Background: an optimization exercise with open tools, aiming at small area. Do not read the settings as production practice. Where RTL was checked, it was by simulation tests only, not by an equivalence proof against the original. No activity file was given, so power comes from the tool's default toggle rates. The clock port is modelled as an ideal driver; clocking choices that lean on that would not hold on a real chip.

==> flow/design.v (excerpt) <==
module core_top (
    input  wire        clk,
    input  wire        rst,
    output wire        imem_req_valid,
    input  wire        imem_req_ready,
    output wire [63:0] imem_req_addr,
    input  wire        imem_rsp_valid,
    output wire        imem_rsp_ready,
    input  wire [63:0] imem_rsp_rdata,
    output wire        dmem_req_valid,
    input  wire        dmem_req_ready,
    output wire [63:0] dmem_req_addr,
    output wire        dmem_req_we,
    output wire [63:0] dmem_req_wdata,
    input  wire        dmem_rsp_valid,
    output wire        dmem_rsp_ready,
    input  wire [63:0] dmem_rsp_rdata,
    output wire        retire_valid,
    output wire [63:0] retire_pc,
    output wire [4:0]  retire_rd,
    output wire        retire_rd_we,
    output wire [63:0] retire_rd_data
);
==> flow/config.mk <==
export PLATFORM = sky130hd
export DESIGN_NAME = core_top
export DESIGN_NICKNAME = core_top
export VERILOG_FILES = /design/flow/design.v
export SDC_FILE = /design/flow/constraint.sdc
export NUM_CORES = 8
export LEC_CHECK = 0
export CAP_MARGIN = 20
export CORE_MARGIN = 2
export CORE_UTILIZATION = 55
export CTS_CLUSTER_DIAMETER = 120
export CTS_CLUSTER_SIZE = 25
export SETUP_SLACK_MARGIN = 0.2
export SLEW_MARGIN = 20
export SYNTH_HIERARCHICAL = 1
export SYNTH_MINIMUM_KEEP_SIZE = 0
==> flow/constraint.sdc <==
create_clock -name core_clock -period 7.0 [get_ports {clk}]
set_input_delay 1.4000 -clock core_clock [delete_from_list [all_inputs] [get_ports {clk}]]
set_output_delay 1.4000 -clock core_clock [all_outputs]
set_load 0.01 [all_outputs]
standard.sh (not shown) runs the stock make flow with config.mk's settings and CLKGATE_MAP_FILE= SYNTH_SCRIPT=/design/flow/synth_recipe.tcl, a recipe that flattens the netlist after the stock synthesis.
==> flow/flow/run.sh <==
#!/bin/bash
# The standard layout (the standard.sh, ORFS from synthesis to the final
# layout) with these changes:
#  - the buffers that buffer_ports puts on every input and output port are
#    sky130_fd_sc_hd__buf_1 instead of the cell it picks by default;
#  - clock tree synthesis inserts no dummy loads.
# The full make output goes to standard.log in this folder; ORFS's own
# per-step logs are under orfs/logs.
set -euo pipefail
here=$(pwd)
bash standard.sh \
  "SYNTH_SCRIPT=$here/flow/synth.tcl" \
  "BUFFER_PORTS_ARGS=-buffer_cell sky130_fd_sc_hd__buf_1" \
  "CTS_ARGS=-sink_clustering_enable -repair_clock_nets -sink_clustering_size 25 -sink_clustering_max_diameter 120 -dont_use_dummy_load" \
  finish > standard.log 2>&1
==> flow/flow/area.abc <==
strash
dch
map -a
topo
==> flow/flow/synth.tcl <==
proc synth {args} { yosys synth -nofsm -noshare {*}$args }
# Technology mapping: the register file's rings and its rs2 read port get an
# area-oriented ABC script; the other modules the standard one.
set ::area_abc [file join [file dirname [info script]] area.abc]
proc abc {args} {
  set a {}
  set skip 0
  foreach x $args {
    if {$skip} { lappend a $::area_abc; set skip 0; continue }
    if {$x eq "-script"} { lappend a $x; set skip 1; continue }
    lappend a $x
  }
  yosys abc {*}$a rf_ring
  yosys abc {*}$args core_top reg_file rf_port_a rf_port_b execute_stage fetch_stage writeback_stage
}
source $::env(SCRIPTS_DIR)/synth.tcl
# left out here: clear keep_hierarchy, flatten, clean up, hide names made inside functions, write 1_2_yosys.v
==> next run, changes <==
--- a/flow/flow/synth.tcl
+++ b/flow/flow/synth.tcl
@@ -13,2 +13,2 @@
-  yosys abc {*}$a rf_ring
-  yosys abc {*}$args core_top reg_file rf_port_a rf_port_b execute_stage fetch_stage writeback_stage
+  yosys abc {*}$a rf_ring execute_stage
+  yosys abc {*}$args core_top reg_file rf_port_a rf_port_b fetch_stage writeback_stage
Synthesized cell count stays flat.
Total power barely changes.
Routed wire length increases by 2.2%.
No functional check of the RTL was part of any run of this note.


## v3
Another version of the RTL of core_top (not shown whole).
Size: roughly 6200 cells after synthesis, about 470 I/O pins, roughly 72000 um2 of cells after synthesis.
export LEC_CHECK = 0
export CAP_MARGIN = 20
export CORE_MARGIN = 2
export CORE_UTILIZATION = 55
export CTS_CLUSTER_DIAMETER = 120
export CTS_CLUSTER_SIZE = 25
export SETUP_SLACK_MARGIN = 0.2
export SLEW_MARGIN = 20
export SYNTH_HIERARCHICAL = 1
export SYNTH_MINIMUM_KEEP_SIZE = 0
create_clock -name core_clock -period 7.0 [get_ports {clk}]
==> flow/flow/run.sh <==
#!/bin/bash
# The standard layout (the standard.sh, ORFS from synthesis to the final
# layout) with these changes:
#  - the buffers that buffer_ports puts on every input and output port are
#    sky130_fd_sc_hd__buf_1 instead of the cell it picks by default;
#  - clock tree synthesis inserts no dummy loads.
# The full make output goes to standard.log in this folder; ORFS's own
# per-step logs are under orfs/logs.
set -euo pipefail
here=$(pwd)
bash standard.sh \
  "SYNTH_SCRIPT=$here/flow/synth.tcl" \
  "BUFFER_PORTS_ARGS=-buffer_cell sky130_fd_sc_hd__buf_1" \
  "CTS_ARGS=-sink_clustering_enable -repair_clock_nets -sink_clustering_size 30 -sink_clustering_max_diameter 100 -dont_use_dummy_load" \
  finish > standard.log 2>&1
==> flow/flow/speed.abc <==
&get -n
&st
&dch
&nf
&st
&syn2
&if -g -K 6
&synch2
&nf
&st
&syn2
&if -g -K 6
&synch2
&nf
&st
&syn2
&if -g -K 6
&synch2
&nf
&st
&syn2
&if -g -K 6
&synch2
&nf
&st
&syn2
&if -g -K 6
&synch2
&nf
&put
==> flow/flow/synth.tcl <==
proc synth {args} { yosys synth -nofsm -noshare {*}$args }
set ::area_abc [file join [file dirname [info script]] area.abc]
set ::speed_abc [file join [file dirname [info script]] speed.abc]
proc with_script {script arglist} {
  set a {}
  set skip 0
  foreach x $arglist {
    if {$skip} { lappend a $script; set skip 0; continue }
    if {$x eq "-script"} { lappend a $x; set skip 1; continue }
    lappend a $x
  }
  return $a
}
proc abc {args} {
  yosys abc {*}[with_script $::area_abc $args] rf_ring pc_upper
  yosys abc {*}[with_script $::speed_abc $args] core_top reg_file rf_port_a rf_port_b execute_stage fetch_stage writeback_stage
}
source $::env(SCRIPTS_DIR)/synth.tcl
# left out here: clear keep_hierarchy, flatten, clean up, hide names made inside functions, write 1_2_yosys.v
Scripts as last shown in full above: flow/flow/area.abc
diff inputs: v3 => v51
- SETUP_SLACK_MARGIN now 0.1, was 0.2
diff --git a/flow/flow/run.sh b/flow/flow/run.sh
--- a/flow/flow/run.sh
+++ b/flow/flow/run.sh
@@ -14 +14 @@
-  "CTS_ARGS=-sink_clustering_enable -repair_clock_nets -sink_clustering_size 30 -sink_clustering_max_diameter 100 -dont_use_dummy_load" \
+  "CTS_ARGS=-sink_clustering_enable -repair_clock_nets -sink_clustering_size 25 -sink_clustering_max_diameter 120 -dont_use_dummy_load" \
Results
v51: all stages complete, timing, DRC and antenna checks passed
v51 -> v3: fmax flat
Comparing v51 and v3, met3 track utilization from global routing is higher on v3.
Going from v3 to v51, the number of buffer and inverter stages on the critical path was found to have gone down by 1.
Count of vias placed by the detailed router (v51 vs. v3) increases slightly
Clock skew: v51 worse than v3
Filler cell count in the final layout, v51 and v3, lower one = v51.
[compare] base=v3 new=v51: number of buffers outside the clock class in the layout fell 6; final standard cell count with taps included and fillers excluded neither gained nor lost much; worst voltage drop across the vdd grid went down by about 10%; minimum clock period now smaller.
Inputs modified between v51 and v5:
- swapping 0.1 for 0.2 in SETUP_SLACK_MARGIN
Notes after the runs:
Looking at the reports, v5 completed the entire flow and the layout it produced met the timing, design-rule and antenna checks. As far as reported combinational group power is concerned, v51 and v5 perform about the same. Diff v51..v5 | sequential share of layout area | negligible. The final area of v5 and that of v51 are within noise of each other. Lower non-clock buffer count was reported by v51, not v5. Routed length on met1 on v5 is up relative to v51. On ratio of final minimum period to clock period, the higher figure sits with v51, not v5. In v5, the clock period minus final worst setup slack came out 39 ps below the value in v51.
Relative to v5, the following input files were edited for v36:
==> flow/flow/synth.tcl <==
proc synth {args} { yosys synth -nofsm -noshare {*}$args }
set ::area_abc [file join [file dirname [info script]] area.abc]
proc abc {args} {
  set a {}
  set skip 0
  foreach x $args {
    if {$skip} { lappend a $::area_abc; set skip 0; continue }
    if {$x eq "-script"} { lappend a $x; set skip 1; continue }
    lappend a $x
  }
  yosys abc {*}$a rf_ring pc_upper
  yosys abc {*}$args core_top reg_file rf_port_a rf_port_b execute_stage fetch_stage writeback_stage
}
source $::env(SCRIPTS_DIR)/synth.tcl
# left out here: clear keep_hierarchy, flatten, clean up, hide names made inside functions, write 1_2_yosys.v
removed: flow/flow/speed.abc
## What came out
v5 → v36: count of port buffers added during placement now sits at about the same level; clock period minus worst slack decreased 31 ps; final worst setup slack has increased; met2 capacity usage during global routing went up by 0.35 points; path length in cells of the critical path grew by 1. ~same non-filler instance count after layout in v5 and v36. Diff v5 -> v36: detailed placement HPWL fell by about 1.1%, filler cell count in the final layout rose by 332.


Starting RTL as in the previous note.
Design core_top, start of the top module:
module core_top (
    input  wire        clk,
    input  wire        rst,
    output wire        imem_req_valid,
    input  wire        imem_req_ready,
    output wire [63:0] imem_req_addr,
    input  wire        imem_rsp_valid,
    output wire        imem_rsp_ready,
    input  wire [63:0] imem_rsp_rdata,
    output wire        dmem_req_valid,
    input  wire        dmem_req_ready,
    output wire [63:0] dmem_req_addr,
    output wire        dmem_req_we,
    output wire [63:0] dmem_req_wdata,
    input  wire        dmem_rsp_valid,
    output wire        dmem_rsp_ready,
    input  wire [63:0] dmem_rsp_rdata,
    output wire        retire_valid,
    output wire [63:0] retire_pc,
    output wire [4:0]  retire_rd,
    output wire        retire_rd_we,
    output wire [63:0] retire_rd_data
);
==> flow/config.mk <==
export PLATFORM = sky130hd
export DESIGN_NAME = core_top
export DESIGN_NICKNAME = core_top
export VERILOG_FILES = /design/flow/design.v
export SDC_FILE = /design/flow/constraint.sdc
export NUM_CORES = 8
export LEC_CHECK = 0
export CAP_MARGIN = 20
export CORE_MARGIN = 2
export CORE_UTILIZATION = 55
export CTS_CLUSTER_DIAMETER = 120
export CTS_CLUSTER_SIZE = 25
export SETUP_SLACK_MARGIN = 0.2
export SLEW_MARGIN = 20
export SYNTH_HIERARCHICAL = 1
export SYNTH_MINIMUM_KEEP_SIZE = 0
==> flow/constraint.sdc <==
create_clock -name core_clock -period 7.0 [get_ports {clk}]
set_input_delay 1.4000 -clock core_clock [delete_from_list [all_inputs] [get_ports {clk}]]
set_output_delay 1.4000 -clock core_clock [all_outputs]
set_load 0.01 [all_outputs]
==> flow/flow/run.sh <==
#!/bin/bash
# The standard layout (the standard.sh, ORFS from synthesis to the final
# layout) with these changes:
#  - the buffers that buffer_ports puts on every input and output port are
#    sky130_fd_sc_hd__buf_1 instead of the cell it picks by default;
#  - clock tree synthesis inserts no dummy loads.
# The full make output goes to standard.log in this folder; ORFS's own
# per-step logs are under orfs/logs.
set -euo pipefail
here=$(pwd)
bash standard.sh \
  "SYNTH_SCRIPT=$here/flow/synth.tcl" \
  "BUFFER_PORTS_ARGS=-buffer_cell sky130_fd_sc_hd__buf_1" \
  "CTS_ARGS=-sink_clustering_enable -repair_clock_nets -sink_clustering_size 30 -sink_clustering_max_diameter 80 -dont_use_dummy_load" \
  finish > standard.log 2>&1
==> flow/flow/speed.abc <==
&get -n
&st
&dch
&nf
&st
&syn2
&if -g -K 6
&synch2
&nf
&st
&syn2
&if -g -K 6
&synch2
&nf
&st
&syn2
&if -g -K 6
&synch2
&nf
&st
&syn2
&if -g -K 6
&synch2
&nf
&st
&syn2
&if -g -K 6
&synch2
&nf
&put
==> flow/flow/synth.tcl <==
proc synth {args} { yosys synth -nofsm -noshare {*}$args }
set ::area_abc [file join [file dirname [info script]] area.abc]
set ::speed_abc [file join [file dirname [info script]] speed.abc]
proc with_script {script arglist} {
  set a {}
  set skip 0
  foreach x $arglist {
    if {$skip} { lappend a $script; set skip 0; continue }
    if {$x eq "-script"} { lappend a $x; set skip 1; continue }
    lappend a $x
  }
  return $a
}
proc abc {args} {
  yosys abc {*}[with_script $::area_abc $args] rf_ring pc_upper
  yosys abc {*}[with_script $::speed_abc $args] core_top reg_file rf_port_a rf_port_b execute_stage fetch_stage writeback_stage
}
source $::env(SCRIPTS_DIR)/synth.tcl
# left out here: clear keep_hierarchy, flatten, clean up, hide names made inside functions, write 1_2_yosys.v
Scripts as last shown in full above: flow/flow/area.abc
The first run completed with no timing, DRC or antenna violations.
Edit:
--- a/flow/flow/run.sh
+++ b/flow/flow/run.sh
@@ -14 +14 @@
-  "CTS_ARGS=-sink_clustering_enable -repair_clock_nets -sink_clustering_size 30 -sink_clustering_max_diameter 80 -dont_use_dummy_load" \
+  "CTS_ARGS=-sink_clustering_enable -repair_clock_nets -sink_clustering_size 30 -sink_clustering_max_diameter 100 -dont_use_dummy_load" \
Settings changed: CTS_CLUSTER_DIAMETER 120 to 100, CTS_CLUSTER_SIZE 25 to 30.
=> Non-clock buffer count does not change. Total power falls slightly. Worst setup slack loses 0.027 ns. Global-route usage falls by 0.12 points. Sequential cell count stays the same. Design area falls slightly. Clock power falls by a few percent. Wire length is about the same. Critical path depth does not change. Clock-buffer cell count falls by 11.
Edit:
--- a/flow/flow/run.sh
+++ b/flow/flow/run.sh
@@ -14 +14 @@
-  "CTS_ARGS=-sink_clustering_enable -repair_clock_nets -sink_clustering_size 30 -sink_clustering_max_diameter 100 -dont_use_dummy_load" \
+  "CTS_ARGS=-sink_clustering_enable -repair_clock_nets -sink_clustering_size 25 -sink_clustering_max_diameter 120 -dont_use_dummy_load" \
Settings changed: CTS_CLUSTER_DIAMETER 100 to 120, CTS_CLUSTER_SIZE 30 to 25.
=> Routed wire length stays flat; clock power rises by 7.1%; design area climbs by 0.50%; power goes up by 1.5%; via count rises by 0.39%; count of clock-buffer cells in the layout grows by 15; worst hold slack got worse by 0.024 ns; setup slack improved by 0.048 ns.
Edit:
--- a/flow/flow/synth.tcl
+++ b/flow/flow/synth.tcl
@@ -15,2 +15,2 @@
-  yosys abc {*}[with_script $::area_abc $args] rf_ring pc_upper
-  yosys abc {*}[with_script $::speed_abc $args] core_top reg_file rf_port_a rf_port_b execute_stage fetch_stage writeback_stage
+  yosys abc {*}[with_script $::area_abc $args] rf_ring pc_upper fetch_stage
+  yosys abc {*}[with_script $::speed_abc $args] core_top reg_file rf_port_a rf_port_b execute_stage writeback_stage
Effect:
- non-clock buffer count rises by 17
- sequential power is about the same
- worst setup slack loses 0.044 ns
- hold slack improves by 0.013 ns
- wire length came out higher by 3.4%
- flip-flop and latch count stays the same

## separate check: timing with driven ports
Ports are ideal in the flow. The routed layouts listed here were re-timed in OpenROAD.
Step 1 sets driving cells, clkbuf_16 on the clock port and buf_2 on the other inputs (assumed; they add their load-dependent delay and slew).
Step 2 also shifts input and output timing later by t, the mid clock arrival at the registers, as if the neighbouring blocks saw the same clock.
Three values: no drivers, after step 1, after step 2; two values: the first two.
| run | shift t [ns] | setup WS [ns] | worst setup path at the end | worst register clock-pin slew, ns | worst slew at a driven data input, ns |
|---|---|---|---|---|---|
| the first run of note 1 | 0.795 | 0.374 / 0.291 / 0.385 | register to register | 0.11 / 0.11 | 0.07 |
| the second run of note 1 | 0.801 | 0.233 / 0.148 / 0.358 | register to register | 0.11 / 0.11 | 0.15 |
| v3 | 0.790 | 0.220 / 0.141 / 0.475 | register to register | 0.12 / 0.12 | 0.18 |
| v51 | 0.775 | 0.229 / 0.154 / 0.308 | register to register | 0.11 / 0.11 | 0.22 |
| v5 | 0.773 | 0.268 / 0.193 / 0.475 | register to register | 0.11 / 0.11 | 0.22 |
| v36 | 0.809 | 0.299 / 0.217 / 0.340 | register to register | 0.11 / 0.11 | 0.08 |
| the first run of note 3 | 0.789 | 0.247 / 0.168 / 0.409 | register to register | 0.11 / 0.11 | 0.17 |
| the second run of note 3 | 0.790 | 0.220 / 0.141 / 0.475 | register to register | 0.12 / 0.12 | 0.18 |
| the third run of note 3 | 0.773 | 0.268 / 0.193 / 0.475 | register to register | 0.11 / 0.11 | 0.22 |
| the fourth run of note 3 | 0.811 | 0.224 / 0.147 / 0.391 | register to register | 0.12 / 0.12 | 0.08 |
After both steps every run listed still meets setup and hold.
